What follows belongs to an exercise in optimizing a design on an open flow for small area and few clock cycles per item; a production flow would make more cautious choices.
At most, simulation tests tie the RTL to the original design; equivalence was not proved.
No functional check of the RTL was part of runs 1 and 2.

## flow/design.v (module list and top-level ports; edited modules follow where they fit)
// module fpmul_decode: 27 lines
// module fpmul_execute: 11 lines
// module fpmul_mul24: 1218 lines
// module fpmul_bsel: 12 lines
// module fpmul_bmag: 3 lines
// module fpmul_bneg: 3 lines
// module fpmul_fa: 4 lines
// module fpmul_ha: 4 lines
// module fpmul_result: 58 lines
// module fpmul_credit_queue: 46 lines
// module fpmul_top: 108 lines
module fpmul_top (
	input  logic              clk,
	input  logic              rst,
	input  logic              in_valid,
	input  logic [31:0]       a,
	input  logic [31:0]       b,
	input  logic              out_credit,
	output logic              in_credit,
	output logic              out_valid,
	output logic [31:0]       z,
	output logic [FLAG_W-1:0] flags
);
  // ...
==> flow/run.sh <==
#!/bin/bash
# synth_recipe.tcl (not shown) runs the flow's synth.tcl, then flattens the netlist and writes it again
# the make line also repeats each setting of config.mk as NAME=value (left out here)
make -C /OpenROAD-flow-scripts/flow DESIGN_CONFIG=/design/flow/config.mk WORK_HOME=/design/flow/orfs CLKGATE_MAP_FILE= SYNTH_SCRIPT=/design/flow/synth_recipe.tcl finish
==> flow/config.mk <==
export PLATFORM = sky130hd
export DESIGN_NAME = fpmul_top
export DESIGN_NICKNAME = fpmul_top
export VERILOG_FILES = /design/flow/design.v
export SDC_FILE = /design/flow/constraint.sdc
export NUM_CORES = 4
export LEC_CHECK = 0
export CAP_MARGIN = 20
export CORE_MARGIN = 2
export CORE_UTILIZATION = 60
export PLACE_DENSITY = 0.7
export SLEW_MARGIN = 20
export SYNTH_HIERARCHICAL = 1
export SYNTH_MINIMUM_KEEP_SIZE = 0
==> flow/constraint.sdc <==
create_clock -name core_clock -period 9.0 [get_ports {clk}]
set_input_delay 1.8000 -clock core_clock [delete_from_list [all_inputs] [get_ports {clk}]]
set_output_delay 1.8000 -clock core_clock [all_outputs]
set_load 0.01 [all_outputs]
==> impl_metrics.json, run 1 <==
{
  "dp.cells": 3140,
  "nFlopsAndLatches": 353,
  "dominant_cells": "multi-input gates",
  "cpMostUsedCell": "fa_1",
  "worstPathArrival_ps": 8530,
  "row_count": 79,
  "highest-signal-layer": "met4",
  "grt_usage_pct": 34.36,
  "clock-sinks": 353,
  "outcome": "finished clean",
  "numPortBuffers": 105,
  "via_count": 21332,
  "drc": 0,
  "crit_family": "adder cells",
  "fmax_mhz": 119.7,
  "firstDrtPassIters": 6,
  "slew_headroom_pct": 24.09,
  "setup_tns_ps": 0,
  "layout_min_cycle_time_ps": 8352,
  "route.met2.wl_mm": 40.48,
  "nonClockBufferCount": 195,
  "worst_pin_slew_ps": 1128,
  "avgSynthCellArea_um2": 11.90,
  "cts_buffers": 39,
  "grt.overflow.total": 0,
  "fin_crit_sh_pct": 92.80,
  "ff_latch_area_um2": 9797,
  "hold_viol_final": 0,
  "n_antenna_cell": 0,
  "cts_resized": 0,
  "cap_violations": 0
}
==> run 2: changes to the inputs <==
--- a/flow/design.v
+++ b/flow/design.v
@@ -1270,19 +1270,374 @@
 	wire s901, c902;
 	fpmul_fa u_s901 (.a(s811), .b(c728), .c(c810), .s(s901), .co(c902));
 	wire s903, c904;
 	fpmul_fa u_s903 (.a(pp310), .b(s813), .c(c812), .s(s903), .co(c904));
 	wire s905, c906;
 	fpmul_fa u_s905 (.a(s815), .b(pp311), .c(c814), .s(s905), .co(c906));
 	wire s907 = ~(sn312 ^ c816);
 	wire c908 = sn312 | c816;
-	wire [47:0] r0 = {c906, c904, c902, c900, c898, c896, c894, c892, c890, c888, c886, c884, c882, c880, c878, c876, c874, c872, c870, c868, c866, c864, c862, c860, c858, c856, c854, c852, c850, c848, c846, c844, c842, c840, c838, c836, c834, c832, c830, c828, c826, c824, c822, c820, c818, s817, pp2, b_neg[0]};
-	wire [47:0] r1 = {s907, s905, s903, s901, s899, s897, s895, s893, s891, s889, s887, s885, s883, s881, s879, s877, s875, s873, s871, s869, s867, s865, s863, s861, s859, s857, s855, s853, s851, s849, s847, s845, s843, s841, s839, s837, s835, s833, s831, s829, s827, s825, s823, s821, s819, pp27, 1'b0, pp1};
-	assign p = r0 + r1;
+	wire cg0, cp0;
+	fpmul_ha u_cpg0 (.a(b_neg[0]), .b(pp1), .s(cp0), .co(cg0));
+	wire cg2, cp2;
+	fpmul_ha u_cpg2 (.a(s817), .b(pp27), .s(cp2), .co(cg2));
+	wire cg3, cp3;
+	fpmul_ha u_cpg3 (.a(c818), .b(s819), .s(cp3), .co(cg3));
+	wire cg4, cp4;
+	fpmul_ha u_cpg4 (.a(c820), .b(s821), .s(cp4), .co(cg4));
+	wire cg5, cp5;
+	fpmul_ha u_cpg5 (.a(c822), .b(s823), .s(cp5), .co(cg5));
+	wire cg6, cp6;
+	fpmul_ha u_cpg6 (.a(c824), .b(s825), .s(cp6), .co(cg6));
+	wire cg7, cp7;
+	fpmul_ha u_cpg7 (.a(c826), .b(s827), .s(cp7), .co(cg7));
+	wire cg8, cp8;
+	fpmul_ha u_cpg8 (.a(c828), .b(s829), .s(cp8), .co(cg8));
+	wire cg9, cp9;
+	fpmul_ha u_cpg9 (.a(c830), .b(s831), .s(cp9), .co(cg9));
+	wire cg10, cp10;
+	fpmul_ha u_cpg10 (.a(c832), .b(s833), .s(cp10), .co(cg10));
+	wire cg11, cp11;
+	fpmul_ha u_cpg11 (.a(c834), .b(s835), .s(cp11), .co(cg11));
+	wire cg12, cp12;
+	fpmul_ha u_cpg12 (.a(c836), .b(s837), .s(cp12), .co(cg12));
+	wire cg13, cp13;
+	fpmul_ha u_cpg13 (.a(c838), .b(s839), .s(cp13), .co(cg13));
+	wire cg14, cp14;
+	fpmul_ha u_cpg14 (.a(c840), .b(s841), .s(cp14), .co(cg14));
+	wire cg15, cp15;
+	fpmul_ha u_cpg15 (.a(c842), .b(s843), .s(cp15), .co(cg15));
+	wire cg16, cp16;
+	fpmul_ha u_cpg16 (.a(c844), .b(s845), .s(cp16), .co(cg16));
+	wire cg17, cp17;
+	fpmul_ha u_cpg17 (.a(c846), .b(s847), .s(cp17), .co(cg17));
+	wire cg18, cp18;
+	fpmul_ha u_cpg18 (.a(c848), .b(s849), .s(cp18), .co(cg18));
+	wire cg19, cp19;
+	fpmul_ha u_cpg19 (.a(c850), .b(s851), .s(cp19), .co(cg19));
+	wire cg20, cp20;
+	fpmul_ha u_cpg20 (.a(c852), .b(s853), .s(cp20), .co(cg20));
+	wire cg21, cp21;
+	fpmul_ha u_cpg21 (.a(c854), .b(s855), .s(cp21), .co(cg21));
+	wire cg22, cp22;
+	fpmul_ha u_cpg22 (.a(c856), .b(s857), .s(cp22), .co(cg22));
+	wire cg23, cp23;
+	fpmul_ha u_cpg23 (.a(c858), .b(s859), .s(cp23), .co(cg23));
+	wire cg24, cp24;
+	fpmul_ha u_cpg24 (.a(c860), .b(s861), .s(cp24), .co(cg24));
+	wire cg25, cp25;
+	fpmul_ha u_cpg25 (.a(c862), .b(s863), .s(cp25), .co(cg25));
+	wire cg26, cp26;
+	fpmul_ha u_cpg26 (.a(c864), .b(s865), .s(cp26), .co(cg26));
+	wire cg27, cp27;
+	fpmul_ha u_cpg27 (.a(c866), .b(s867), .s(cp27), .co(cg27));
+	wire cg28, cp28;
+	fpmul_ha u_cpg28 (.a(c868), .b(s869), .s(cp28), .co(cg28));
+	wire cg29, cp29;
+	fpmul_ha u_cpg29 (.a(c870), .b(s871), .s(cp29), .co(cg29));
+	wire cg30, cp30;
+	fpmul_ha u_cpg30 (.a(c872), .b(s873), .s(cp30), .co(cg30));
+	wire cg31, cp31;
+	fpmul_ha u_cpg31 (.a(c874), .b(s875), .s(cp31), .co(cg31));
+	wire cg32, cp32;
+	fpmul_ha u_cpg32 (.a(c876), .b(s877), .s(cp32), .co(cg32));
+	wire cg33, cp33;
+	fpmul_ha u_cpg33 (.a(c878), .b(s879), .s(cp33), .co(cg33));
+	wire cg34, cp34;
+	fpmul_ha u_cpg34 (.a(c880), .b(s881), .s(cp34), .co(cg34));
+	wire cg35, cp35;
+	fpmul_ha u_cpg35 (.a(c882), .b(s883), .s(cp35), .co(cg35));
+	wire cg36, cp36;
+	fpmul_ha u_cpg36 (.a(c884), .b(s885), .s(cp36), .co(cg36));
+	wire cg37, cp37;
+	fpmul_ha u_cpg37 (.a(c886), .b(s887), .s(cp37), .co(cg37));
+	wire cg38, cp38;
+	fpmul_ha u_cpg38 (.a(c888), .b(s889), .s(cp38), .co(cg38));
+	wire cg39, cp39;
+	fpmul_ha u_cpg39 (.a(c890), .b(s891), .s(cp39), .co(cg39));
+	wire cg40, cp40;
+	fpmul_ha u_cpg40 (.a(c892), .b(s893), .s(cp40), .co(cg40));
+	wire cg41, cp41;
+	fpmul_ha u_cpg41 (.a(c894), .b(s895), .s(cp41), .co(cg41));
+	wire cg42, cp42;
+	fpmul_ha u_cpg42 (.a(c896), .b(s897), .s(cp42), .co(cg42));
+	wire cg43, cp43;
+	fpmul_ha u_cpg43 (.a(c898), .b(s899), .s(cp43), .co(cg43));
+	wire cg44, cp44;
+	fpmul_ha u_cpg44 (.a(c900), .b(s901), .s(cp44), .co(cg44));
+	wire cg45, cp45;
+	fpmul_ha u_cpg45 (.a(c902), .b(s903), .s(cp45), .co(cg45));
+	wire cg46, cp46;
+	fpmul_ha u_cpg46 (.a(c904), .b(s905), .s(cp46), .co(cg46));
+	wire cg47, cp47;
+	fpmul_ha u_cpg47 (.a(c906), .b(s907), .s(cp47), .co(cg47));
+	wire bg1 = pp2 & cg0;
+	wire bg2;
+	fpmul_gnode u_bg2 (.gh(cg3), .ph(cp3), .gl(cg2), .g(bg2));
+	wire bp2 = cp3 & cp2;
+	wire bg3;
+	fpmul_gnode u_bg3 (.gh(cg5), .ph(cp5), .gl(cg4), .g(bg3));
+	wire bp3 = cp5 & cp4;
+	wire bg4;
+	fpmul_gnode u_bg4 (.gh(cg7), .ph(cp7), .gl(cg6), .g(bg4));
+	wire bp4 = cp7 & cp6;
+	wire bg5;
+	fpmul_gnode u_bg5 (.gh(cg9), .ph(cp9), .gl(cg8), .g(bg5));
+	wire bp5 = cp9 & cp8;
+	wire bg6;
+	fpmul_gnode u_bg6 (.gh(cg11), .ph(cp11), .gl(cg10), .g(bg6));
+	wire bp6 = cp11 & cp10;
+	wire bg7;
+	fpmul_gnode u_bg7 (.gh(cg13), .ph(cp13), .gl(cg12), .g(bg7));
+	wire bp7 = cp13 & cp12;
+	wire bg8;
+	fpmul_gnode u_bg8 (.gh(cg15), .ph(cp15), .gl(cg14), .g(bg8));
+	wire bp8 = cp15 & cp14;
+	wire bg9;
+	fpmul_gnode u_bg9 (.gh(cg17), .ph(cp17), .gl(cg16), .g(bg9));
+	wire bp9 = cp17 & cp16;
+	wire bg10;
+	fpmul_gnode u_bg10 (.gh(cg19), .ph(cp19), .gl(cg18), .g(bg10));
+	wire bp10 = cp19 & cp18;
+	wire bg11;
+	fpmul_gnode u_bg11 (.gh(cg21), .ph(cp21), .gl(cg20), .g(bg11));
+	wire bp11 = cp21 & cp20;
+	wire bg12;
+	fpmul_gnode u_bg12 (.gh(cg23), .ph(cp23), .gl(cg22), .g(bg12));
+	wire bp12 = cp23 & cp22;
+	wire bg13;
+	fpmul_gnode u_bg13 (.gh(cg25), .ph(cp25), .gl(cg24), .g(bg13));
+	wire bp13 = cp25 & cp24;
+	wire bg14;
+	fpmul_gnode u_bg14 (.gh(cg27), .ph(cp27), .gl(cg26), .g(bg14));
+	wire bp14 = cp27 & cp26;
+	wire bg15;
+	fpmul_gnode u_bg15 (.gh(cg29), .ph(cp29), .gl(cg28), .g(bg15));
+	wire bp15 = cp29 & cp28;
+	wire bg16;
+	fpmul_gnode u_bg16 (.gh(cg31), .ph(cp31), .gl(cg30), .g(bg16));
+	wire bp16 = cp31 & cp30;
+	wire bg17;
+	fpmul_gnode u_bg17 (.gh(cg33), .ph(cp33), .gl(cg32), .g(bg17));
+	wire bp17 = cp33 & cp32;
+	wire bg18;
+	fpmul_gnode u_bg18 (.gh(cg35), .ph(cp35), .gl(cg34), .g(bg18));
+	wire bp18 = cp35 & cp34;
+	wire bg19;
+	fpmul_gnode u_bg19 (.gh(cg37), .ph(cp37), .gl(cg36), .g(bg19));
+	wire bp19 = cp37 & cp36;
+	wire bg20;
+	fpmul_gnode u_bg20 (.gh(cg39), .ph(cp39), .gl(cg38), .g(bg20));
+	wire bp20 = cp39 & cp38;
+	wire bg21;
+	fpmul_gnode u_bg21 (.gh(cg41), .ph(cp41), .gl(cg40), .g(bg21));
+	wire bp21 = cp41 & cp40;
+	wire bg22;
+	fpmul_gnode u_bg22 (.gh(cg43), .ph(cp43), .gl(cg42), .g(bg22));
+	wire bp22 = cp43 & cp42;
+	wire bg23;
+	fpmul_gnode u_bg23 (.gh(cg45), .ph(cp45), .gl(cg44), .g(bg23));
+	wire bp23 = cp45 & cp44;
+	wire bg24;
+	fpmul_gnode u_bg24 (.gh(cg47), .ph(cp47), .gl(cg46), .g(bg24));
+	wire bp24 = cp47 & cp46;
+	wire bg25;
+	fpmul_gnode u_bg25 (.gh(bg2), .ph(bp2), .gl(bg1), .g(bg25));
+	wire bg26;
+	fpmul_gnode u_bg26 (.gh(bg4), .ph(bp4), .gl(bg3), .g(bg26));
+	wire bp26 = bp4 & bp3;
+	wire bg27;
+	fpmul_gnode u_bg27 (.gh(bg6), .ph(bp6), .gl(bg5), .g(bg27));
+	wire bp27 = bp6 & bp5;
+	wire bg28;
+	fpmul_gnode u_bg28 (.gh(bg8), .ph(bp8), .gl(bg7), .g(bg28));
+	wire bp28 = bp8 & bp7;
+	wire bg29;
+	fpmul_gnode u_bg29 (.gh(bg10), .ph(bp10), .gl(bg9), .g(bg29));
+	wire bp29 = bp10 & bp9;
+	wire bg30;
+	fpmul_gnode u_bg30 (.gh(bg12), .ph(bp12), .gl(bg11), .g(bg30));
+	wire bp30 = bp12 & bp11;
+	wire bg31;
+	fpmul_gnode u_bg31 (.gh(bg14), .ph(bp14), .gl(bg13), .g(bg31));
+	wire bp31 = bp14 & bp13;
+	wire bg32;
+	fpmul_gnode u_bg32 (.gh(bg16), .ph(bp16), .gl(bg15), .g(bg32));
+	wire bp32 = bp16 & bp15;
+	wire bg33;
+	fpmul_gnode u_bg33 (.gh(bg18), .ph(bp18), .gl(bg17), .g(bg33));
+	wire bp33 = bp18 & bp17;
+	wire bg34;
+	fpmul_gnode u_bg34 (.gh(bg20), .ph(bp20), .gl(bg19), .g(bg34));
+	wire bp34 = bp20 & bp19;
+	wire bg35;
+	fpmul_gnode u_bg35 (.gh(bg22), .ph(bp22), .gl(bg21), .g(bg35));
+	wire bp35 = bp22 & bp21;
+	wire bg36;
+	fpmul_gnode u_bg36 (.gh(bg24), .ph(bp24), .gl(bg23), .g(bg36));
+	wire bp36 = bp24 & bp23;
+	wire bg37;
+	fpmul_gnode u_bg37 (.gh(bg26), .ph(bp26), .gl(bg25), .g(bg37));
+	wire bg38;
+	fpmul_gnode u_bg38 (.gh(bg28), .ph(bp28), .gl(bg27), .g(bg38));
+	wire bp38 = bp28 & bp27;
+	wire bg39;
+	fpmul_gnode u_bg39 (.gh(bg30), .ph(bp30), .gl(bg29), .g(bg39));
+	wire bp39 = bp30 & bp29;
+	wire bg40;
+	fpmul_gnode u_bg40 (.gh(bg32), .ph(bp32), .gl(bg31), .g(bg40));
+	wire bp40 = bp32 & bp31;
+	wire bg41;
+	fpmul_gnode u_bg41 (.gh(bg34), .ph(bp34), .gl(bg33), .g(bg41));
+	wire bp41 = bp34 & bp33;
+	wire bg42;
+	fpmul_gnode u_bg42 (.gh(bg36), .ph(bp36), .gl(bg35), .g(bg42));
+	wire bp42 = bp36 & bp35;
+	wire bg43;
+	fpmul_gnode u_bg43 (.gh(bg38), .ph(bp38), .gl(bg37), .g(bg43));
+	wire bg44;
+	fpmul_gnode u_bg44 (.gh(bg40), .ph(bp40), .gl(bg39), .g(bg44));
+	wire bp44 = bp40 & bp39;
+	wire bg45;
+	fpmul_gnode u_bg45 (.gh(bg42), .ph(bp42), .gl(bg41), .g(bg45));
+	wire bp45 = bp42 & bp41;
+	wire bg46;
+	fpmul_gnode u_bg46 (.gh(bg44), .ph(bp44), .gl(bg43), .g(bg46));
+	wire bg47;
+	fpmul_gnode u_bg47 (.gh(bg45), .ph(bp45), .gl(bg46), .g(bg47));
+	wire bg48;
+	fpmul_gnode u_bg48 (.gh(bg39), .ph(bp39), .gl(bg43), .g(bg48));
+	wire bg49;
+	fpmul_gnode u_bg49 (.gh(bg41), .ph(bp41), .gl(bg46), .g(bg49));
+	wire bg50;
+	fpmul_gnode u_bg50 (.gh(bg27), .ph(bp27), .gl(bg37), .g(bg50));
+	wire bg51;
+	fpmul_gnode u_bg51 (.gh(bg29), .ph(bp29), .gl(bg43), .g(bg51));
+	wire bg52;
+	fpmul_gnode u_bg52 (.gh(bg31), .ph(bp31), .gl(bg48), .g(bg52));
+	wire bg53;
+	fpmul_gnode u_bg53 (.gh(bg33), .ph(bp33), .gl(bg46), .g(bg53));
+	wire bg54;
+	fpmul_gnode u_bg54 (.gh(bg35), .ph(bp35), .gl(bg49), .g(bg54));
+	wire bg55;
+	fpmul_gnode u_bg55 (.gh(bg3), .ph(bp3), .gl(bg25), .g(bg55));
+	wire bg56;
+	fpmul_gnode u_bg56 (.gh(bg5), .ph(bp5), .gl(bg37), .g(bg56));
+	wire bg57;
+	fpmul_gnode u_bg57 (.gh(bg7), .ph(bp7), .gl(bg50), .g(bg57));
+	wire bg58;
+	fpmul_gnode u_bg58 (.gh(bg9), .ph(bp9), .gl(bg43), .g(bg58));
+	wire bg59;
+	fpmul_gnode u_bg59 (.gh(bg11), .ph(bp11), .gl(bg51), .g(bg59));
+	wire bg60;
+	fpmul_gnode u_bg60 (.gh(bg13), .ph(bp13), .gl(bg48), .g(bg60));
+	wire bg61;
+	fpmul_gnode u_bg61 (.gh(bg15), .ph(bp15), .gl(bg52), .g(bg61));
+	wire bg62;
+	fpmul_gnode u_bg62 (.gh(bg17), .ph(bp17), .gl(bg46), .g(bg62));
+	wire bg63;
+	fpmul_gnode u_bg63 (.gh(bg19), .ph(bp19), .gl(bg53), .g(bg63));
+	wire bg64;
+	fpmul_gnode u_bg64 (.gh(bg21), .ph(bp21), .gl(bg49), .g(bg64));
+	wire bg65;
+	fpmul_gnode u_bg65 (.gh(bg23), .ph(bp23), .gl(bg54), .g(bg65));
+	wire bg66;
+	fpmul_gnode u_bg66 (.gh(cg2), .ph(cp2), .gl(bg1), .g(bg66));
+	wire bg67;
+	fpmul_gnode u_bg67 (.gh(cg4), .ph(cp4), .gl(bg25), .g(bg67));
+	wire bg68;
+	fpmul_gnode u_bg68 (.gh(cg6), .ph(cp6), .gl(bg55), .g(bg68));
+	wire bg69;
+	fpmul_gnode u_bg69 (.gh(cg8), .ph(cp8), .gl(bg37), .g(bg69));
+	wire bg70;
+	fpmul_gnode u_bg70 (.gh(cg10), .ph(cp10), .gl(bg56), .g(bg70));
+	wire bg71;
+	fpmul_gnode u_bg71 (.gh(cg12), .ph(cp12), .gl(bg50), .g(bg71));
+	wire bg72;
+	fpmul_gnode u_bg72 (.gh(cg14), .ph(cp14), .gl(bg57), .g(bg72));
+	wire bg73;
+	fpmul_gnode u_bg73 (.gh(cg16), .ph(cp16), .gl(bg43), .g(bg73));
+	wire bg74;
+	fpmul_gnode u_bg74 (.gh(cg18), .ph(cp18), .gl(bg58), .g(bg74));
+	wire bg75;
+	fpmul_gnode u_bg75 (.gh(cg20), .ph(cp20), .gl(bg51), .g(bg75));
+	wire bg76;
+	fpmul_gnode u_bg76 (.gh(cg22), .ph(cp22), .gl(bg59), .g(bg76));
+	wire bg77;
+	fpmul_gnode u_bg77 (.gh(cg24), .ph(cp24), .gl(bg48), .g(bg77));
+	wire bg78;
+	fpmul_gnode u_bg78 (.gh(cg26), .ph(cp26), .gl(bg60), .g(bg78));
+	wire bg79;
+	fpmul_gnode u_bg79 (.gh(cg28), .ph(cp28), .gl(bg52), .g(bg79));
+	wire bg80;
+	fpmul_gnode u_bg80 (.gh(cg30), .ph(cp30), .gl(bg61), .g(bg80));
+	wire bg81;
+	fpmul_gnode u_bg81 (.gh(cg32), .ph(cp32), .gl(bg46), .g(bg81));
+	wire bg82;
+	fpmul_gnode u_bg82 (.gh(cg34), .ph(cp34), .gl(bg62), .g(bg82));
+	wire bg83;
+	fpmul_gnode u_bg83 (.gh(cg36), .ph(cp36), .gl(bg53), .g(bg83));
+	wire bg84;
+	fpmul_gnode u_bg84 (.gh(cg38), .ph(cp38), .gl(bg63), .g(bg84));
+	wire bg85;
+	fpmul_gnode u_bg85 (.gh(cg40), .ph(cp40), .gl(bg49), .g(bg85));
+	wire bg86;
+	fpmul_gnode u_bg86 (.gh(cg42), .ph(cp42), .gl(bg64), .g(bg86));
+	wire bg87;
+	fpmul_gnode u_bg87 (.gh(cg44), .ph(cp44), .gl(bg54), .g(bg87));
+	wire bg88;
+	fpmul_gnode u_bg88 (.gh(cg46), .ph(cp46), .gl(bg65), .g(bg88));
+	assign p[0] = cp0;
+	fpmul_x2 u_sum1 (.a(pp2), .b(cg0), .y(p[1]));
+	fpmul_x2 u_sum2 (.a(cp2), .b(bg1), .y(p[2]));
+	fpmul_x2 u_sum3 (.a(cp3), .b(bg66), .y(p[3]));
+	fpmul_x2 u_sum4 (.a(cp4), .b(bg25), .y(p[4]));
+	fpmul_x2 u_sum5 (.a(cp5), .b(bg67), .y(p[5]));
+	fpmul_x2 u_sum6 (.a(cp6), .b(bg55), .y(p[6]));
+	fpmul_x2 u_sum7 (.a(cp7), .b(bg68), .y(p[7]));
+	fpmul_x2 u_sum8 (.a(cp8), .b(bg37), .y(p[8]));
+	fpmul_x2 u_sum9 (.a(cp9), .b(bg69), .y(p[9]));
+	fpmul_x2 u_sum10 (.a(cp10), .b(bg56), .y(p[10]));
+	fpmul_x2 u_sum11 (.a(cp11), .b(bg70), .y(p[11]));
+	fpmul_x2 u_sum12 (.a(cp12), .b(bg50), .y(p[12]));
+	fpmul_x2 u_sum13 (.a(cp13), .b(bg71), .y(p[13]));
+	fpmul_x2 u_sum14 (.a(cp14), .b(bg57), .y(p[14]));
+	fpmul_x2 u_sum15 (.a(cp15), .b(bg72), .y(p[15]));
+	fpmul_x2 u_sum16 (.a(cp16), .b(bg43), .y(p[16]));
+	fpmul_x2 u_sum17 (.a(cp17), .b(bg73), .y(p[17]));
+	fpmul_x2 u_sum18 (.a(cp18), .b(bg58), .y(p[18]));
+	fpmul_x2 u_sum19 (.a(cp19), .b(bg74), .y(p[19]));
+	fpmul_x2 u_sum20 (.a(cp20), .b(bg51), .y(p[20]));
+	fpmul_x2 u_sum21 (.a(cp21), .b(bg75), .y(p[21]));
+	fpmul_x2 u_sum22 (.a(cp22), .b(bg59), .y(p[22]));
+	fpmul_x2 u_sum23 (.a(cp23), .b(bg76), .y(p[23]));
+	fpmul_x2 u_sum24 (.a(cp24), .b(bg48), .y(p[24]));
+	fpmul_x2 u_sum25 (.a(cp25), .b(bg77), .y(p[25]));
+	fpmul_x2 u_sum26 (.a(cp26), .b(bg60), .y(p[26]));
+	fpmul_x2 u_sum27 (.a(cp27), .b(bg78), .y(p[27]));
+	fpmul_x2 u_sum28 (.a(cp28), .b(bg52), .y(p[28]));
+	fpmul_x2 u_sum29 (.a(cp29), .b(bg79), .y(p[29]));
+	fpmul_x2 u_sum30 (.a(cp30), .b(bg61), .y(p[30]));
+	fpmul_x2 u_sum31 (.a(cp31), .b(bg80), .y(p[31]));
+	fpmul_x2 u_sum32 (.a(cp32), .b(bg46), .y(p[32]));
+	fpmul_x2 u_sum33 (.a(cp33), .b(bg81), .y(p[33]));
+	fpmul_x2 u_sum34 (.a(cp34), .b(bg62), .y(p[34]));
+	fpmul_x2 u_sum35 (.a(cp35), .b(bg82), .y(p[35]));
+	fpmul_x2 u_sum36 (.a(cp36), .b(bg53), .y(p[36]));
+	fpmul_x2 u_sum37 (.a(cp37), .b(bg83), .y(p[37]));
+	fpmul_x2 u_sum38 (.a(cp38), .b(bg63), .y(p[38]));
+	fpmul_x2 u_sum39 (.a(cp39), .b(bg84), .y(p[39]));
+	fpmul_x2 u_sum40 (.a(cp40), .b(bg49), .y(p[40]));
+	fpmul_x2 u_sum41 (.a(cp41), .b(bg85), .y(p[41]));
+	fpmul_x2 u_sum42 (.a(cp42), .b(bg64), .y(p[42]));
+	fpmul_x2 u_sum43 (.a(cp43), .b(bg86), .y(p[43]));
+	fpmul_x2 u_sum44 (.a(cp44), .b(bg54), .y(p[44]));
+	fpmul_x2 u_sum45 (.a(cp45), .b(bg87), .y(p[45]));
+	fpmul_x2 u_sum46 (.a(cp46), .b(bg65), .y(p[46]));
+	fpmul_x2 u_sum47 (.a(cp47), .b(bg88), .y(p[47]));
 endmodule
 module fpmul_bsel (
 	input  logic one,
 	input  logic two,
 	input  logic neg,
 	input  logic xj,
 	input  logic xk,
 	output logic p
@@ -1296,16 +1651,22 @@
 endmodule
 module fpmul_bneg (input logic m, input logic neg, output logic p);
 	assign p = m ^ neg;
 endmodule
 module fpmul_fa (input logic a, input logic b, input logic c, output logic s, output logic co);
 	assign s  = a ^ b ^ c;
 	assign co = (a & b) | (a & c) | (b & c);
 endmodule
+module fpmul_gnode (input logic gh, input logic ph, input logic gl, output logic g);
+	assign g = gh | (ph & gl);
+endmodule
+module fpmul_x2 (input logic a, input logic b, output logic y);
+	assign y = a ^ b;
+endmodule
 module fpmul_ha (input logic a, input logic b, output logic s, output logic co);
 	assign s  = a ^ b;
 	assign co = a & b;
 endmodule
 import fpmul_pkg::*;
 module fpmul_result (
 	input  logic               sign_p,
 	input  logic [47:0]        prod,
==> run 2 against run 1 <==
Net effect:
- still clean
- via count down 7.4%
- hold slack got worse by 21 ps
- non-clock buffer count grew 7
- die area decreased by 2.9%
- clock skew down 2.7 ps
- final cell count fell by 4.9%
- worst setup slack lost 340 ps
- count of clock-buffer cells in the layout grew 2
- utilization up 0.11 points
==> impl_metrics.json, run 2 <==
{
  "outcome": "finished clean",
  "cpMostUsedCell": "a21o_1",
  "drtIter0Drc": 1911,
  "yosys_warnings": 9,
  "rsz0062_at_grt": "false",
  "fmax_mhz": 115.0,
  "layout_commonest_cell": "xor2_1",
  "syn_inst": 2234,
  "hold_viol_final": 0,
  "slew_headroom_pct": 29.01,
  "critPathCaptureType": "flop",
  "cts_buffers": 39,
  "setup_tns_ps": 0,
  "grt_pass1_wl_mm": 120.6,
  "postLayoutCellArea_um2": 31170,
  "worstPathArrival_ps": 8900,
  "layout_min_cycle_time_ps": 8692,
  "crit_family": "compound AO/OA/AOI/OAI gates",
  "cts_tree": "yes",
  "die_h_um": 218.9,
  "wire_per_inst_um": 25.28,
  "dp_hpwl_mm": 53.53,
  "cp_max_fo": 15,
  "drt_wl_total_mm": 77.19,
  "row_count": 78,
  "cap_violations": 0,
  "gp_congestion": 0.9350,
  "clk_path_buf_depth": 3,
  "dpl-instance-area_um2": 29880,
  "layout-drive-gt1-share_pct": 9.454,
  "nFillCells": 3385,
  "dieWidth_um": 218.9,
  "syn_area_um2": 27710,
  "die_area_um2": 47910,
  "clk_pin_slew_worst_paths_ps": 60,
  "antenna_found_initial": 0,
  "grt_max_degree": 37,
  "start_util_pct": 60.92,
  "viasPerCell": 6.469,
  "crit_slowest_cell": "o21ai_2",
  "ctsHoldBuffers": 0,
  "firstDrtPassIters": 7,
  "ios": 106,
  "holdWs_ps": 512.1,
  "htreeDepth": 2,
  "clock-sinks": 353,
  "cp.required_ps": 9200,
  "via_count": 19755,
  "n_antenna_cell": 0,
  "cts_root_buf": "clkbuf_16",
  "final_nets": 2863,
  "drc": 0,
  "crit_path_start_kind": "flop",
  "grt.overflow.total": 0,
  "ant_nets": 0,
  "grt_pass1_vias": 20254,
  "layout_common_cells": "340 x xor2_1, 272 x edfxtp_1, 264 x a22o_1",
  "reg_top3": "mem: 272 flops, frac_a: 23 flops, frac_b: 23 flops",
  "syn_to_final_growth_pct": 12.49,
  "largest_reg_flops": 272,
  "hold_class": "reg -> reg",
  "grt_usage_pct": 33.19,
  "clock_latency_ps": 570,
  "numPortBuffers": 105,
  "worst_pin_slew_ps": 1055,
  "slowest_delay_ps": 680,
  "final_util_pct": 68.53,
  "setup_viol": 0,
  "fin_crit_sh_pct": 96.58,
  "slew_violations": 0,
  "avgSynthCellArea_um2": 12.40,
  "design.core.area_um2": 45480,
  "largest-register": "mem",
  "skew_ps": 42.93,
  "worstSetupPathType": "reg -> reg",
  "critPathBufInv": 1
}
[run 2: cell type report]
class,count,area [um^2],area share (%)
Clock inverter,22,221.5,0.7106
Timing Repair Buffer,202,1799,5.773
Sequential cell,353,9803,31.45
Multi-Input combinational cell,1770,17340,55.64
Inverter,60,225.2,0.7226
Tap cell,600,750.7,2.409
Clock buffer,47,1026,3.292
[run 2: final timing paths]
kind	start	to	slack, ps	cells past startpoint
max	frac_b[11]$_DFF_P_	mem[135]$_DFFE_PP_	310	26
min	rd_oh[5]$_SDFFE_PP0P_	rd_oh[6]$_SDFFE_PP0P_	510	2
max reg2reg	frac_b[11]$_DFF_P_	mem[135]$_DFFE_PP_	310	26
min reg2reg	rd_oh[5]$_SDFFE_PP0P_	rd_oh[6]$_SDFFE_PP0P_	510	2
[run 2: metal layers]
| metal | vias to the layer above | GRT usage, % | wire (um) |
|---|---|---|---|
| met4 | 0 | 11.42 | 2504 |
| met5 | - | 0 | 0 |
| met2 | 917 | 54.58 | 36930 |
| met3 | 148 | 5.586 | 6429 |
| met1 | 9941 | 44.86 | 31330 |
| li1 | 8749 | - | - |
[run 2: worst min-delay path, cell delays in order, from the launching register on]
cell and delay, ps:
dfxtp_1 320, mux2i_1 70, nor2_1 80
[run 2: timing repair]
item / in CTS / in global routing
buffers inserted: 0 / 0
endpoints found under the setup margin: 0 / 24
resized for setup: 0 / 6
endpoints found under the hold margin: 0 / 0
[run 2: stage by stage]
| step | setup slack, ps | std cells |
|---|---|---|
| detailed placement | 230.0 | 2985 |
| global route | 8.614 | 3054 |
| global placement | 217.0 | 2985 |
| finish | 308.0 | 3054 |
| floorplan | 23.31 | 2256 |
| CTS | 158.5 | 3054 |
==> module fpmul_credit_queue, before the edit <==
module fpmul_credit_queue (
	input  logic [7:0][33:0]  mem,       
	input  logic [3:0]        wr_ptr,
	input  logic [3:0]        rd_ptr,
	input  logic [7:0]        rd_oh,      
	input  logic [2:0]        credits,
	output logic              pop,
	output logic [31:0]       z,
	output logic [FLAG_W-1:0] flags
);
	logic [33:0] head;
	logic        x;
	logic        rnd;
	logic [31:0] w;
	logic [23:0] frac_r;
	logic        e_max;
	logic        e_zero;
	assign pop = (wr_ptr != rd_ptr) && (credits != '0);
	always_comb begin
		head = '0;
		for (int i = 0; i < 8; i++)
			head |= mem[i] & {34{rd_oh[i]}};
	end
	assign w      = head[31:0];
	assign rnd    = head[32];
	assign x      = head[33];
	assign frac_r = {1'b0, w[22:0]} + 24'(rnd);
	assign z[31]    = w[31];
	assign z[30:23] = w[30:23] + 8'(frac_r[23]);
	assign z[22:0]  = (w[30:23] == '0 && !frac_r[23]) ? '0 : frac_r[22:0];
	assign e_max  = &z[30:23];
	assign e_zero = ~|z[30:23];
	always_comb begin
		flags = '0;
		if (e_max && z[22])
			flags[FLAG_INVALID] = x;
		else if (e_max) begin
			flags[FLAG_OVERFLOW] = x;
			flags[FLAG_INEXACT]  = x;
		end else if (e_zero) begin
			flags[FLAG_UNDERFLOW] = x;
			flags[FLAG_INEXACT]   = x;
		end else
			flags[FLAG_INEXACT] = x;
	end
endmodule
==> module fpmul_top, before the edit <==
module fpmul_top (
	input  logic              clk,
	input  logic              rst,
	input  logic              in_valid,
	input  logic [31:0]       a,
	input  logic [31:0]       b,
	input  logic              out_credit,
	output logic              in_credit,
	output logic              out_valid,
	output logic [31:0]       z,
	output logic [FLAG_W-1:0] flags
);
	logic              is_nan_c;
	logic              invalid_c;
	logic              is_inf_c;
	logic              is_zero_c;
	logic              d_valid;
	logic              sign_p;
	logic              is_nan;
	logic              invalid;
	logic              is_inf;
	logic              is_zero;
	logic signed [9:0] exp_sum;
	logic [FRAC_W-1:0] frac_a;
	logic [FRAC_W-1:0] frac_b;
	logic [47:0]       prod;
	logic [31:0]       w_res;
	logic              rnd_res;
	logic              x_res;
	logic [7:0][33:0]  mem;
	logic [3:0]        wr_ptr;      
	logic [3:0]        rd_ptr;
	logic [7:0]        rd_oh;       
	logic [2:0]        credits;     
	logic              pop;
	fpmul_decode fpmul_decode_i (
		.a       (a),
		.b       (b),
		.is_nan  (is_nan_c),
		.invalid (invalid_c),
		.is_inf  (is_inf_c),
		.is_zero (is_zero_c)
	);
	always_ff @(posedge clk) begin
		if (rst)
			d_valid <= 1'b0;
		else
			d_valid <= in_valid;
	end
	always_ff @(posedge clk) begin
		sign_p  <= a[31] ^ b[31];
		is_nan  <= is_nan_c;
		invalid <= invalid_c;
		is_inf  <= is_inf_c;
		is_zero <= is_zero_c;
		exp_sum <= $signed({2'b00, a[30:23]}) + $signed({2'b00, b[30:23]}) - 10'sd127;
		frac_a  <= a[22:0];
		frac_b  <= b[22:0];
	end
	fpmul_execute fpmul_execute_i (
		.frac_a  (frac_a),
		.frac_b  (frac_b),
		.prod    (prod)
	);
	fpmul_result fpmul_result_i (
		.sign_p  (sign_p),
		.prod    (prod),
		.exp_sum (exp_sum),
		.is_nan  (is_nan),
		.invalid (invalid),
		.is_inf  (is_inf),
		.is_zero (is_zero),
		.w       (w_res),
		.rnd     (rnd_res),
		.x       (x_res)
	);
	fpmul_credit_queue fpmul_credit_queue_i (
		.mem     (mem),
		.wr_ptr  (wr_ptr),
		.rd_ptr  (rd_ptr),
		.rd_oh   (rd_oh),
		.credits (credits),
		.pop     (pop),
		.z       (z),
		.flags   (flags)
	);
	assign out_valid = pop;
	assign in_credit = pop;
	always_ff @(posedge clk) begin
		for (int i = 0; i < 8; i++)
			if (d_valid && wr_ptr[2:0] == 3'(i))
				mem[i] <= {x_res, rnd_res, w_res};
	end
	always_ff @(posedge clk) begin
		if (rst) begin
			wr_ptr  <= '0;
			rd_ptr  <= '0;
			rd_oh   <= 8'd1;
			credits <= 3'd4;
		end else begin
			wr_ptr  <= wr_ptr + 4'(d_valid);
			rd_ptr  <= rd_ptr + 4'(pop);
			if (pop)
				rd_oh <= {rd_oh[6:0], rd_oh[7]};
			credits <= credits - 3'(pop) + 3'(out_credit);
		end
	end
endmodule
==> run 3: changes to the inputs <==
--- a/flow/design.v
+++ b/flow/design.v
@@ -1727,10 +1727,9 @@
 endmodule
 import fpmul_pkg::*;
 module fpmul_credit_queue (
-	input  logic [7:0][33:0]  mem,       
-	input  logic [3:0]        wr_ptr,
-	input  logic [3:0]        rd_ptr,
-	input  logic [7:0]        rd_oh,      
+	input  logic [6:0][33:0]  mem,       
+	input  logic [2:0]        count,
+	input  logic [6:0]        rd_oh,      
 	input  logic [2:0]        credits,
 	output logic              pop,
 	output logic [31:0]       z,
@@ -1743,10 +1742,10 @@
 	logic [23:0] frac_r;
 	logic        e_max;
 	logic        e_zero;
-	assign pop = (wr_ptr != rd_ptr) && (credits != '0);
+	assign pop = (count != '0) && (credits != '0);
 	always_comb begin
 		head = '0;
-		for (int i = 0; i < 8; i++)
+		for (int i = 0; i < 7; i++)
 			head |= mem[i] & {34{rd_oh[i]}};
 	end
 	assign w      = head[31:0];
@@ -1802,12 +1801,14 @@
 	logic [31:0]       w_res;
 	logic              rnd_res;
 	logic              x_res;
-	logic [7:0][33:0]  mem;
-	logic [3:0]        wr_ptr;      
-	logic [3:0]        rd_ptr;
-	logic [7:0]        rd_oh;       
+	logic [6:0][33:0]  mem;
+	logic [6:0]        wr_oh;       
+	logic [6:0]        rd_oh;       
+	logic [2:0]        count;       
 	logic [2:0]        credits;     
 	logic              pop;
+	logic              push;
+	logic              hold;
 	fpmul_decode fpmul_decode_i (
 		.a       (a),
 		.b       (b),
@@ -1816,21 +1817,25 @@
 		.is_inf  (is_inf_c),
 		.is_zero (is_zero_c)
 	);
+	assign push = d_valid && (count != 3'd7 || pop);
+	assign hold = d_valid && !push;
 	always_ff @(posedge clk) begin
 		if (rst)
 			d_valid <= 1'b0;
-		else
+		else if (!hold)
 			d_valid <= in_valid;
 	end
 	always_ff @(posedge clk) begin
-		sign_p  <= a[31] ^ b[31];
-		is_nan  <= is_nan_c;
-		invalid <= invalid_c;
-		is_inf  <= is_inf_c;
-		is_zero <= is_zero_c;
-		exp_sum <= $signed({2'b00, a[30:23]}) + $signed({2'b00, b[30:23]}) - 10'sd127;
-		frac_a  <= a[22:0];
-		frac_b  <= b[22:0];
+		if (!hold) begin
+			sign_p  <= a[31] ^ b[31];
+			is_nan  <= is_nan_c;
+			invalid <= invalid_c;
+			is_inf  <= is_inf_c;
+			is_zero <= is_zero_c;
+			exp_sum <= $signed({2'b00, a[30:23]}) + $signed({2'b00, b[30:23]}) - 10'sd127;
+			frac_a  <= a[22:0];
+			frac_b  <= b[22:0];
+		end
 	end
 	fpmul_execute fpmul_execute_i (
 		.frac_a  (frac_a),
@@ -1851,8 +1856,7 @@
 	);
 	fpmul_credit_queue fpmul_credit_queue_i (
 		.mem     (mem),
-		.wr_ptr  (wr_ptr),
-		.rd_ptr  (rd_ptr),
+		.count   (count),
 		.rd_oh   (rd_oh),
 		.credits (credits),
 		.pop     (pop),
@@ -1862,21 +1866,22 @@
 	assign out_valid = pop;
 	assign in_credit = pop;
 	always_ff @(posedge clk) begin
-		for (int i = 0; i < 8; i++)
-			if (d_valid && wr_ptr[2:0] == 3'(i))
+		for (int i = 0; i < 7; i++)
+			if (push && wr_oh[i])
 				mem[i] <= {x_res, rnd_res, w_res};
 	end
 	always_ff @(posedge clk) begin
 		if (rst) begin
-			wr_ptr  <= '0;
-			rd_ptr  <= '0;
-			rd_oh   <= 8'd1;
+			wr_oh   <= 7'd1;
+			rd_oh   <= 7'd1;
+			count   <= '0;
 			credits <= 3'd4;
 		end else begin
-			wr_ptr  <= wr_ptr + 4'(d_valid);
-			rd_ptr  <= rd_ptr + 4'(pop);
+			if (push)
+				wr_oh <= {wr_oh[5:0], wr_oh[6]};
 			if (pop)
-				rd_oh <= {rd_oh[6:0], rd_oh[7]};
+				rd_oh <= {rd_oh[5:0], rd_oh[6]};
+			count   <= count + 3'(push) - 3'(pop);
 			credits <= credits - 3'(pop) + 3'(out_credit);
 		end
 	end
--- a/flow/config.mk
+++ b/flow/config.mk
@@ -8,6 +8,7 @@
 export CAP_MARGIN = 20
 export CORE_MARGIN = 2
 export CORE_UTILIZATION = 60
+export CTS_BUF_LIST = sky130_fd_sc_hd__clkbuf_4 sky130_fd_sc_hd__clkbuf_8
 export PLACE_DENSITY = 0.7
 export SLEW_MARGIN = 20
 export SYNTH_HIERARCHICAL = 1
==> run 3 against run 2 <==
Net effect:
- final cell count is 1.9% lower
- routed wire length is 2.4% lower
- first-iteration DRC count is 2.1% higher
- worst setup slack better by 330 ps
- area after synthesis is 3.3% lower
- non-clock buffer count is 4 higher
- critical path type unchanged
==> impl_metrics.json, run 3 <==
{
  "outcome": "finished clean",
  "firstDrtPassIters": 8,
  "slew_headroom_pct": 29.08,
  "worstPathArrival_ps": 8760,
  "worst_slack_ps": 635.3,
  "row_count": 77,
  "clock_latency_ps": 650,
  "worst-r2r-cell-count": 27,
  "syn_area_um2": 26780,
  "drtIter0Drc": 1952,
  "grt_pass1_vias": 20235,
  "reg2reg_from": "frac_b[17]$_DFFE_PN_",
  "layout_common_cells": "339 x xor2_1, 299 x edfxtp_1, 264 x a22o_1",
  "hold_viol_final": 0,
  "setup_tns_ps": 0,
  "min_path_cells": 2,
  "drc": 0,
  "clk_pin_slew_worst_paths_ps": 70,
  "wire_per_inst_um": 25.13,
  "worst_pin_slew_ps": 1064,
  "syn_to_final_growth_pct": 12.02,
  "reg2reg_slack_ps": 640,
  "via_count": 19337,
  "clk_path_buf_depth": 3,
  "rsz0062_at_grt": "false",
  "yosys_warnings": 9,
  "slew_violations": 0,
  "worstSetupStartpoint": "frac_b[17]$_DFFE_PN_",
  "cp_max_fo": 23,
  "hold_path.startpoint": "wr_oh[6]$_SDFFE_PP0N_",
  "numPortBuffers": 105,
  "r2r_end": "mem[184]$_DFFE_PP_",
  "final_nets": 2805,
  "largest_reg_flops": 238,
  "slowest_delay_ps": 540,
  "crit_family": "compound AO/OA/AOI/OAI gates",
  "layout.cells.non_filler": 2997,
  "crit_slowest_cell": "fa_1",
  "layout_min_cycle_time_ps": 8365,
  "hold_class": "reg -> reg",
  "ff_latch_area_um2": 9399,
  "fmax_mhz": 119.6,
  "htreeDepth": 2,
  "cap_violations": 0,
  "hold_end": "wr_oh[6]$_SDFFE_PP0N_",
  "grt_max_degree": 63,
  "setup_viol": 0,
  "dp_slack_ps": 369.2,
  "gp_congestion": 0.9236,
  "drt_wl_total_mm": 75.30,
  "design.core.area_um2": 44120,
  "dp_hpwl_mm": 52.51,
  "dieWidth_um": 215.3,
  "viasPerCell": 6.452,
  "largest-register": "mem",
  "n_antenna_cell": 0,
  "holdWs_ps": 460.6,
  "start_util_pct": 60.69,
  "skew_ps": 35.79,
  "clock-sinks": 320,
  "cts_root_buf": "clkbuf_8",
  "ios": 106,
  "multi_input_area_um2": 16820,
  "cts_tree": "yes",
  "die_area_um2": 46340,
  "critPathCaptureType": "flop",
  "fin_crit_sh_pct": 92.94,
  "grt_usage_pct": 33.24,
  "crit_path_start_kind": "flop",
  "critPathBufInv": 3,
  "reg_top3": "mem: 238 flops, frac_a: 23 flops, frac_b: 23 flops",
  "grt_pass1_wl_mm": 118.0,
  "cpMostUsedCell": "a21o_1",
  "layout-drive-gt1-share_pct": 9.023,
  "ant_nets": 0,
  "nFillCells": 3395,
  "grt.overflow.total": 0,
  "avgSynthCellArea_um2": 12.40,
  "die_h_um": 215.3,
  "worstSetupPathType": "reg -> reg",
  "syn_inst": 2159,
  "antenna_found_initial": 1,
  "cp.required_ps": 9390,
  "layout_commonest_cell": "xor2_1",
  "cts_buffers": 50,
  "dp.cells": 2904
}
[run 3: repair_timing]
item                                    in CTS  in global routing
buffers inserted                             0                  5
resized for setup                            0                  5
hold buffers                                 0                  0
endpoints found under the setup margin       0                 28
[run 3: final cells by class]
cell class / count / share of cell area, %
clock inverters: 27 / 0.6382
well taps: 592 / 2.469
inverters: 70 / 0.8926
clock buffers: 61 / 2.569
multi-input cells: 1721 / 56.07
flip-flops and latches: 320 / 31.33
repair buffers: 206 / 6.031
[run 3: worst min-delay path, stage by stage (launching register included)]
cell,delay (ps)
dfxtp_1,310
nand2_1,50
a21oi_1,50
[run 3: worst max-delay path by stage]
stage | end | slack [ps] | depth (start not counted)
3_3_place_gp | mem[32]$_DFFE_PP_ | 80 | 24
6_report | mem[184]$_DFFE_PP_ | 640 | 27
2_1_floorplan | mem[101]$_DFFE_PP_ | 60 | 27
4_1_cts | mem[236]$_DFFE_PP_ | 320 | 24
3_5_place_dp | mem[32]$_DFFE_PP_ | 370 | 24
5_1_grt | mem[135]$_DFFE_PP_ | 140 | 27
[run 3: through the flow]
stage | cell area (um^2) | util (%)
after floorplan | 26860 | -
after global placement | 28960 | 65.63
after detailed placement | 28970 | 65.66
after CTS | 29940 | 67.84
after global routing | 30000 | 67.98
final | 30000 | 67.98
[run 3: layer usage]
layer	wire (um)	GRT usage, %	vias up	share of wire (%)
li1	-	-	8537	-
met1	29340	42.43	9670	39
met2	36530	56.38	924	49
met3	6116	4.982	206	8.1
met4	3319	14.97	0	4.4
met5	0	0	-	0
Testbench counts of run 3, summed over its fixed seeds: cycles 4,808, items 4,800.
==> run 4: changes to the inputs <==
--- a/flow/config.mk
+++ b/flow/config.mk
@@ -8,7 +8,6 @@
 export CAP_MARGIN = 20
 export CORE_MARGIN = 2
 export CORE_UTILIZATION = 60
-export CTS_BUF_LIST = sky130_fd_sc_hd__clkbuf_4 sky130_fd_sc_hd__clkbuf_8
 export PLACE_DENSITY = 0.7
 export SLEW_MARGIN = 20
 export SYNTH_HIERARCHICAL = 1
==> run 4 against run 3 <==
Net effect:
- register-to-register slack worse by 160 ps
- critical endpoint is now mem[134]$_DFFE_PP_
- via count grew 0.18%
- final cell count shrank 0.93%
==> impl_metrics.json, run 4 <==
{
  "hold_viol_final": 0,
  "start_util_pct": 60.69,
  "drtIter0Drc": 2074,
  "viasPerCell": 6.525,
  "ios": 106,
  "clock_latency_ps": 560,
  "cap_violations": 0,
  "numPortBuffers": 105,
  "avgSynthCellArea_um2": 12.40,
  "cts_root_buf": "clkbuf_16",
  "cp-endpoint": "mem[134]$_DFFE_PP_",
  "cp.required_ps": 9260,
  "worst_pin_slew_ps": 1059,
  "critPathCaptureType": "flop",
  "grt_max_degree": 63,
  "htreeDepth": 2,
  "reg2reg_slack_ps": 480,
  "grt_pass1_wl_mm": 117.9,
  "firstDrtPassIters": 6,
  "skew_ps": 35.95,
  "dp_slack_ps": 369.2,
  "worstSetupStartpoint": "frac_b[13]$_DFFE_PN_",
  "fin_crit_sh_pct": 94.70,
  "worstSetupPathType": "reg -> reg",
  "yosys_warnings": 9,
  "worstPathArrival_ps": 8780,
  "syn_to_final_growth_pct": 12.23,
  "largest-register": "mem",
  "worst-r2r-cell-count": 26,
  "drt_wl_total_mm": 75.30,
  "drc": 0,
  "clk_pin_slew_worst_paths_ps": 60,
  "clock-sinks": 320,
  "wire_per_inst_um": 25.36,
  "die_h_um": 215.3,
  "row_count": 77,
  "ant_nets": 0,
  "rsz0062_at_grt": "false",
  "slew_violations": 0,
  "dieWidth_um": 215.3,
  "grt.overflow.total": 0,
  "reg_top3": "mem: 238 flops, frac_a: 23 flops, frac_b: 23 flops",
  "cpMostUsedCell": "a21o_1",
  "layout-drive-gt1-share_pct": 7.909,
  "n_antenna_cell": 0,
  "layout_min_cycle_time_ps": 8523,
  "setup_tns_ps": 0,
  "syn_inst": 2159,
  "dp.cells": 2904,
  "grt_pass1_vias": 20166,
  "worst_slack_ps": 477.1,
  "via_count": 19372,
  "layout_common_cells": "339 x xor2_1, 299 x edfxtp_1, 264 x a22o_1",
  "die_area_um2": 46340,
  "grt_usage_pct": 33.18,
  "outcome": "finished clean",
  "gp_congestion": 0.9236,
  "cts_tree": "yes",
  "setup_viol": 0,
  "slowest_delay_ps": 610,
  "cts_buffers": 34,
  "reg2reg_from": "frac_b[13]$_DFFE_PN_",
  "syn_area_um2": 26780,
  "clk_path_buf_depth": 3,
  "layout_commonest_cell": "xor2_1",
  "fmax_mhz": 117.3,
  "layout.cells.non_filler": 2969,
  "slew_headroom_pct": 29.00,
  "cp_max_fo": 23,
  "crit_slowest_cell": "nor3_1",
  "dp_hpwl_mm": 52.51,
  "antenna_found_initial": 1,
  "r2r_end": "mem[134]$_DFFE_PP_",
  "hold_class": "reg -> reg",
  "design.core.area_um2": 44120,
  "largest_reg_flops": 238,
  "final_nets": 2787,
  "crit_path_start_kind": "flop"
}
-- run 4: changes by cell type in the layout (fill, tap and decap cells not counted), moves of 2 or more --
| cell | before | now |
|---|---|---|
| clkinv_1 | 14 | 9 |
| buf_4 | 101 | 99 |
| clkinvlp_4 | 4 | 2 |
| clkbuf_8 | 50 | 0 |
| clkbuf_16 | 0 | 34 |
| clkinv_4 | 0 | 2 |
| clkbuf_1 | 0 | 5 |
| clkbuf_4 | 11 | 0 |
-- run 4: stage by stage --
stage,cell area [um^2],util [%],hold WS [ps]
CTS,30010,68.02,458.1
finish,30060,68.11,460.2
floorplan,26860,-,431.9
global placement,28960,65.63,441.3
detailed placement,28970,65.66,450.0
global route,30060,68.11,488.1
-- run 4: worst min path at each step --
stage | slack (ps) | startpoint | depth (start not counted) | end
floorplan | 430 | wr_oh[6]$_SDFFE_PP0N_ | 2 | wr_oh[6]$_SDFFE_PP0N_
detailed placement | 450 | wr_oh[6]$_SDFFE_PP0N_ | 2 | wr_oh[6]$_SDFFE_PP0N_
global route | 490 | wr_oh[5]$_SDFFE_PP0N_ | 2 | wr_oh[5]$_SDFFE_PP0N_
finish | 460 | wr_oh[5]$_SDFFE_PP0N_ | 2 | wr_oh[5]$_SDFFE_PP0N_
CTS | 460 | wr_oh[6]$_SDFFE_PP0N_ | 2 | wr_oh[6]$_SDFFE_PP0N_
global placement | 440 | wr_oh[6]$_SDFFE_PP0N_ | 2 | wr_oh[6]$_SDFFE_PP0N_
-- run 4: repair_timing --
item	in CTS	in global routing
gates resized for setup	0	4
buffers inserted	0	3
hold buffers	0	0
endpoints found under the setup margin	0	28
-- run 4: layout make-up --
| type | count | area, um^2 |
|---|---|---|
| multi-input cells | 1721 | 16810 |
| fillers | 3390 | 14070 |
| flip-flops and latches | 320 | 9399 |
| repair buffers | 204 | 1794 |
| clock buffers | 39 | 869.6 |
| well taps | 592 | 740.7 |
| inverters | 70 | 267.8 |
| clock inverters | 23 | 170.2 |
-- run 4: per-layer routing --
metal	vias up	track usage [%]	share of wire, %
met5	-	0	0
met4	0	14.48	4.4
met3	202	5.223	7.9
met2	930	55.97	49
met1	9737	42.64	39
li1	8503	-	-
-- run 4: critical path: cells and delay by family, from the launching register on --
kind                       cells  cell delay, ps
and+or+nand+nor                3             870
AOI/OAI and AO/OA             13            2920
adders and majority gates      6            2740
buffers and inverters          2             570
xor gates and xnor gates       2             600
DFF                            1             500
==> run 5: changes to the inputs <==
--- a/flow/config.mk
+++ b/flow/config.mk
@@ -7,8 +7,9 @@
 export LEC_CHECK = 0
 export CAP_MARGIN = 20
 export CORE_MARGIN = 2
-export CORE_UTILIZATION = 60
-export PLACE_DENSITY = 0.7
+export CORE_UTILIZATION = 70
+export CTS_BUF_LIST = sky130_fd_sc_hd__clkbuf_4
+export PLACE_DENSITY = 0.75
 export SLEW_MARGIN = 20
 export SYNTH_HIERARCHICAL = 1
 export SYNTH_MINIMUM_KEEP_SIZE = 0
==> run 5 against run 4 <==
Net effect:
- synthesized cell count did not move
- area after synthesis did not move
- first-iteration DRC count rose by 5.0%
- clock skew rose by 24 ps
- utilization rose by 11 points
- global-route usage rose by 4.5 points
- hold slack got worse by 5.2 ps
- worst setup slack got worse by 150 ps
==> impl_metrics.json, run 5 <==
{
  "cts_buffers": 80,
  "slew_headroom_pct": 21.63,
  "syn_inst": 2159,
  "final_nets": 2832,
  "cp_max_fo": 23,
  "hold_viol_final": 0,
  "critPathCaptureType": "flop",
  "outcome": "finished clean",
  "syn_to_final_growth_pct": 11.83,
  "cp.required_ps": 9360,
  "die_area_um2": 39840,
  "grt_pass1_vias": 20188,
  "gp_congestion": 0.9262,
  "rsz0062_at_grt": "false",
  "via_count": 19797,
  "cts_root_buf": "clkbuf_4",
  "layout_min_cycle_time_ps": 8677,
  "clock_latency_ps": 760,
  "layout_commonest_cell": "xor2_1",
  "grt.overflow.total": 0,
  "ctsHoldBuffers": 0,
  "numPortBuffers": 105,
  "worstSetupPathType": "reg -> reg",
  "htreeDepth": 3,
  "grt_usage_pct": 37.65,
  "skew_ps": 59.82,
  "worst_pin_slew_ps": 1165,
  "antenna_found_initial": 2,
  "final_util_pct": 79.51,
  "setup_tns_ps": 0,
  "grt_max_degree": 63,
  "yosys_warnings": 9,
  "drc": 0,
  "cap_violations": 0,
  "reg_top3": "mem: 238 flops, frac_a: 23 flops, frac_b: 23 flops",
  "syn_area_um2": 26780,
  "largest_reg_flops": 238,
  "crit_path_start_kind": "flop",
  "start_util_pct": 71.10,
  "wire_per_inst_um": 24.55,
  "firstDrtPassIters": 8,
  "largest-register": "mem",
  "dp_hpwl_mm": 51.58,
  "setup_viol": 0,
  "drt_wl_total_mm": 72.94,
  "drtIter0Drc": 2178,
  "die_h_um": 199.6,
  "cts_tree": "yes",
  "clock-sinks": 320,
  "ant_nets": 0,
  "dieWidth_um": 199.6,
  "clk_pin_slew_worst_paths_ps": 70,
  "worstPathArrival_ps": 9040,
  "layout-drive-gt1-share_pct": 10.74,
  "fin_crit_sh_pct": 96.41,
  "ios": 106,
  "layout_common_cells": "339 x xor2_1, 299 x edfxtp_1, 264 x a22o_1",
  "slew_violations": 0,
  "grt_pass1_wl_mm": 112.8,
  "dp.cells": 2825,
  "cts_resized": 0,
  "row_count": 71,
  "layout.cells.non_filler": 2971,
  "post-cts-setup-buffers": 0,
  "viasPerCell": 6.663,
  "clk_path_buf_depth": 3,
  "fmax_mhz": 115.2,
  "hold_class": "reg -> reg",
  "avgSynthCellArea_um2": 12.40,
  "design.core.area_um2": 37670
}
run 5: stage by stage:
| step | hold WS (ps) | setup slack [ps] | area [um^2] |
|---|---|---|---|
| after global routing | 484.4 | 69.17 | 29950 |
| final | 455.0 | 322.7 | 29950 |
| after detailed placement | 449.9 | 302.9 | 28880 |
| after global placement | 439.3 | 679.7 | 28880 |
| after floorplan | 431.9 | 58.05 | 26860 |
| after CTS | 457.6 | 265.5 | 29940 |
run 5: final cells by class:
type                    instances  area [um^2]
clock buffers                 118        885.9
clock inverters                26        170.2
well taps                     511        639.4
multi-input cells            1721        16790
diodes                          2        5.005
repair buffers                203         1787
inverters                      70        267.8
fillers                      2417         7717
flip-flops and latches        320         9399
run 5: path summary, 6_finish.rpt:
check | from | slack, ps | cells after the start | endpoint
setup / recovery | frac_b[13]$_DFFE_PN_ | 320 | 26 | mem[67]$_DFFE_PP_
hold / removal | wr_oh[6]$_SDFFE_PP0N_ | 460 | 2 | wr_oh[6]$_SDFFE_PP0N_
setup reg to reg | frac_b[13]$_DFFE_PN_ | 320 | 26 | mem[67]$_DFFE_PP_
hold reg to reg | wr_oh[6]$_SDFFE_PP0N_ | 460 | 2 | wr_oh[6]$_SDFFE_PP0N_
run 5: worst max-delay path, stage by stage (launching register included):
cell	delay (ps)
edfxtp_1	560
buf_4	390
xor2_1	180
buf_4	330
a22o_1	210
xor2_1	220
fa_1	490
fa_1	500
fa_1	420
fa_1	550
fa_1	420
ha_1	340
a21o_1	230
a21o_1	180
a21o_1	160
a21o_1	150
a21o_1	260
a21o_1	250
a21o_1	210
a21o_1	180
a21o_1	210
xor2_4	310
and4_2	350
nand3_1	170
and3b_1	230
o311ai_0	390
a41oi_1	360
run 5: per-layer routing:
metal	GRT usage [%]	up-vias	wire [um]
met4	17.20	0	3048
met2	61.63	1157	35190
met3	7.190	201	7144
met5	0	-	0
li1	-	8636	-
met1	49.05	9803	27560
==> run 6: changes to the inputs <==
==> flow/flow/run.sh (new file) <==
#!/bin/bash
# The standard layout, except that the port buffers are the smallest buffer
# cell instead of the flow's default choice. Every port still gets one.
set -e
export BUFFER_PORTS_ARGS="-buffer_cell sky130_fd_sc_hd__buf_1"
bash standard.sh > standard.log 2>&1
==> flow/standard.sh (new file) <==
#!/bin/bash
# synth_recipe.tcl (not shown) runs the flow's synth.tcl, then flattens the netlist and writes it again
# the make line also repeats each setting of config.mk as NAME=value (left out here)
make -C /OpenROAD-flow-scripts/flow DESIGN_CONFIG=/design/flow/config.mk WORK_HOME=/design/flow/orfs CLKGATE_MAP_FILE= SYNTH_SCRIPT=/design/flow/synth_recipe.tcl "${@:-finish}"
--- a/flow/config.mk
+++ b/flow/config.mk
@@ -7,9 +7,9 @@
 export LEC_CHECK = 0
 export CAP_MARGIN = 20
 export CORE_MARGIN = 2
-export CORE_UTILIZATION = 70
+export CORE_UTILIZATION = 60
 export CTS_BUF_LIST = sky130_fd_sc_hd__clkbuf_4
-export PLACE_DENSITY = 0.75
+export PLACE_DENSITY = 0.7
 export SLEW_MARGIN = 20
 export SYNTH_HIERARCHICAL = 1
 export SYNTH_MINIMUM_KEEP_SIZE = 0
removed: flow/run.sh
==> run 6 against run 5 <==
Net effect:
- critical path type unchanged
- global-route usage is 4.4 points lower
- critical path depth did not move
- count of clock-buffer cells in the layout is 6 lower
- utilization fell by 13 points
==> impl_metrics.json, run 6 <==
{
  "ios": 106,
  "avgSynthCellArea_um2": 12.40,
  "slew_violations": 0,
  "fmax_mhz": 115.1,
  "htreeDepth": 3,
  "worst-r2r-cell-count": 26,
  "drt_wl_total_mm": 75.64,
  "layout_common_cells": "339 x xor2_1, 299 x edfxtp_1, 264 x a22o_1",
  "cpMostUsedCell": "a21o_1",
  "slew_headroom_pct": 28.25,
  "drc": 0,
  "syn_inst": 2159,
  "layout-drive-gt1-share_pct": 10.73,
  "setup_tns_ps": 0,
  "reg2reg_from": "frac_b[2]$_DFFE_PN_",
  "min_path_cells": 2,
  "drtIter0Drc": 2002,
  "clock_latency_ps": 820,
  "ctsHoldBuffers": 0,
  "clock-sinks": 320,
  "design.core.area_um2": 44120,
  "cts_root_buf": "clkbuf_4",
  "setup_viol": 0,
  "nFillCells": 3455,
  "syn_area_um2": 26780,
  "fin_crit_sh_pct": 96.54,
  "largest-register": "mem",
  "grt_max_degree": 63,
  "grt_usage_pct": 33.21,
  "final_nets": 2830,
  "hold_class": "reg -> reg",
  "grt_pass1_wl_mm": 117.6,
  "crit_slowest_cell": "o311ai_0",
  "clk_pin_slew_worst_paths_ps": 70,
  "slowest_delay_ps": 540,
  "layout_min_cycle_time_ps": 8689,
  "start_util_pct": 60.69,
  "reg2reg_slack_ps": 310,
  "reg_top3": "mem: 238 flops, frac_a: 23 flops, frac_b: 23 flops",
  "worst_pin_slew_ps": 1076,
  "worstPathArrival_ps": 9130,
  "numPortBuffers": 105,
  "row_count": 77,
  "clk_path_buf_depth": 3,
  "cts_tree": "yes",
  "r2r_end": "mem[237]$_DFFE_PP_",
  "viasPerCell": 6.466,
  "gp_congestion": 0.9561,
  "largest_reg_flops": 238,
  "wire_per_inst_um": 24.83,
  "grt.overflow.total": 0,
  "syn_to_final_growth_pct": 9.620,
  "die_h_um": 215.3,
  "cap_violations": 0,
  "layout_commonest_cell": "xor2_1",
  "cp_max_fo": 16,
  "worstSetupPathType": "reg -> reg",
  "critPathCaptureType": "flop",
  "dp.cells": 2900,
  "hold_end": "wr_oh[6]$_SDFFE_PP0N_",
  "antenna_found_initial": 2,
  "skew_ps": 68.16,
  "via_count": 19694,
  "cp.required_ps": 9440,
  "firstDrtPassIters": 6,
  "holdWs_ps": 450.3,
  "dieWidth_um": 215.3,
  "die_area_um2": 46340,
  "crit_path_start_kind": "flop",
  "grt_pass1_vias": 20474,
  "outcome": "finished clean",
  "hold_viol_final": 0,
  "cts_buffers": 80,
  "layout.cells.non_filler": 3046,
  "hold_path.startpoint": "wr_oh[6]$_SDFFE_PP0N_",
  "yosys_warnings": 9,
  "ant_nets": 0,
  "dp_hpwl_mm": 52.15
}
run 6: cell types whose count changed in the layout (fill, tap and decap cells not counted), moves of 2 or more:
cell	before	now
clkinv_4	0	2
clkbuf_4	118	112
buf_1	0	105
o21ai_2	1	4
o21ai_1	11	8
clkdlybuf4s50_1	105	0
clkinv_2	5	7
buf_4	98	96
run 6: how the worst max path moves through the flow:
stage / startpoint / end / depth (start not counted)
2_1_floorplan: frac_b[3]$_DFFE_PN_ / mem[101]$_DFFE_PP_ / 27
3_3_place_gp: frac_b[8]$_DFFE_PN_ / mem[32]$_DFFE_PP_ / 24
3_5_place_dp: frac_b[18]$_DFFE_PN_ / mem[33]$_DFFE_PP_ / 25
4_1_cts: frac_b[15]$_DFFE_PN_ / mem[237]$_DFFE_PP_ / 27
5_1_grt: frac_b[8]$_DFFE_PN_ / mem[237]$_DFFE_PP_ / 25
6_report: frac_b[2]$_DFFE_PN_ / mem[237]$_DFFE_PP_ / 26
run 6: critical path, delay by kind of cell (launching register included):
family / cells / cell delay (ps)
DFF: 1 / 490
adders and majority gates: 6 / 2710
buffers and inverters: 1 / 340
AOI/OAI and AO/OA: 13 / 3300
xor gates and xnor gates: 2 / 550
and+or+nand+nor: 4 / 940
run 6: metal layers:
metal	global-route usage (%)	wire length (um)	vias to the layer above	part of all wire (%)
li1	-	-	8628	-
met1	42.04	29320	9878	39
met2	56.49	37530	999	50
met3	6.299	6133	189	8.1
met4	13.24	2649	0	3.5
met5	0	0	-	0
run 6: repair_timing:
item | CTS | global route
resized for setup | 0 | 4
setup endpoints to repair | 0 | 56
hold endpoints to repair | 0 | 0
buffers inserted | 0 | 4
run 6: layout make-up:
cell class	instances	area [um^2]	area share [%]
multi-input cells	1721	16820	57.31
flip-flops and latches	320	9399	32.02
diodes	2	5.005	0.01705
repair buffers	201	1115	3.798
well taps	592	740.7	2.523
clock buffers	112	840.8	2.864
clock inverters	28	165.2	0.5626
inverters	70	267.8	0.9121
run 6: per-stage QoR:
stage / setup slack, ps / area (um^2) / util (%)
after global routing: -47.79 / 29360 / 66.53
after detailed placement: 187.8 / 28290 / 64.10
final: 311.0 / 29360 / 66.53
after floorplan: 58.05 / 26860 / -
after global placement: 128.4 / 28270 / 64.08
after CTS: 145.2 / 29290 / 66.38

## static timing again, ports no longer ideal
No port has a modelled driver above. Below, the same layouts with a new extraction and two added sets of constraints. Step 1 (the two cells are an assumption about what drives the block):
set clk [get_ports {clk}]
set_driving_cell -lib_cell sky130_fd_sc_hd__clkbuf_16 $clk
set_driving_cell -lib_cell sky130_fd_sc_hd__buf_2 [delete_from_list [all_inputs] $clk]
Step 2 also shifts input and output timing later by t, the mid clock arrival at the registers, as if the neighbouring blocks saw the same clock. Three values: ideal, step 1, step 2; two values: the first two.
run	t (ns)	setup WS [ns]	hold slack, ns	latest minus earliest clock arrival (ns)	worst register clock-pin slew, ns
run 1	0.617	0.648 / 0.648 / 0.648	0.533 / 0.533 / 0.533	0.046 / 0.045	0.07 / 0.07
run 2	0.608	0.308 / 0.308 / 0.308	0.512 / 0.512 / 0.512	0.043 / 0.042	0.06 / 0.06
run 3	0.687	0.635 / 0.635 / 0.635	0.461 / 0.461 / 0.461	0.036 / 0.036	0.07 / 0.07
run 4	0.600	0.477 / 0.477 / 0.477	0.460 / 0.460 / 0.460	0.036 / 0.036	0.07 / 0.07
run 5	0.778	0.323 / 0.323 / 0.323	0.455 / 0.455 / 0.455	0.061 / 0.061	0.08 / 0.08
run 6	0.847	0.311 / 0.311 / 0.311	0.450 / 0.450 / 0.450	0.068 / 0.069	0.09 / 0.09
After both steps setup and hold are still met in every run listed.
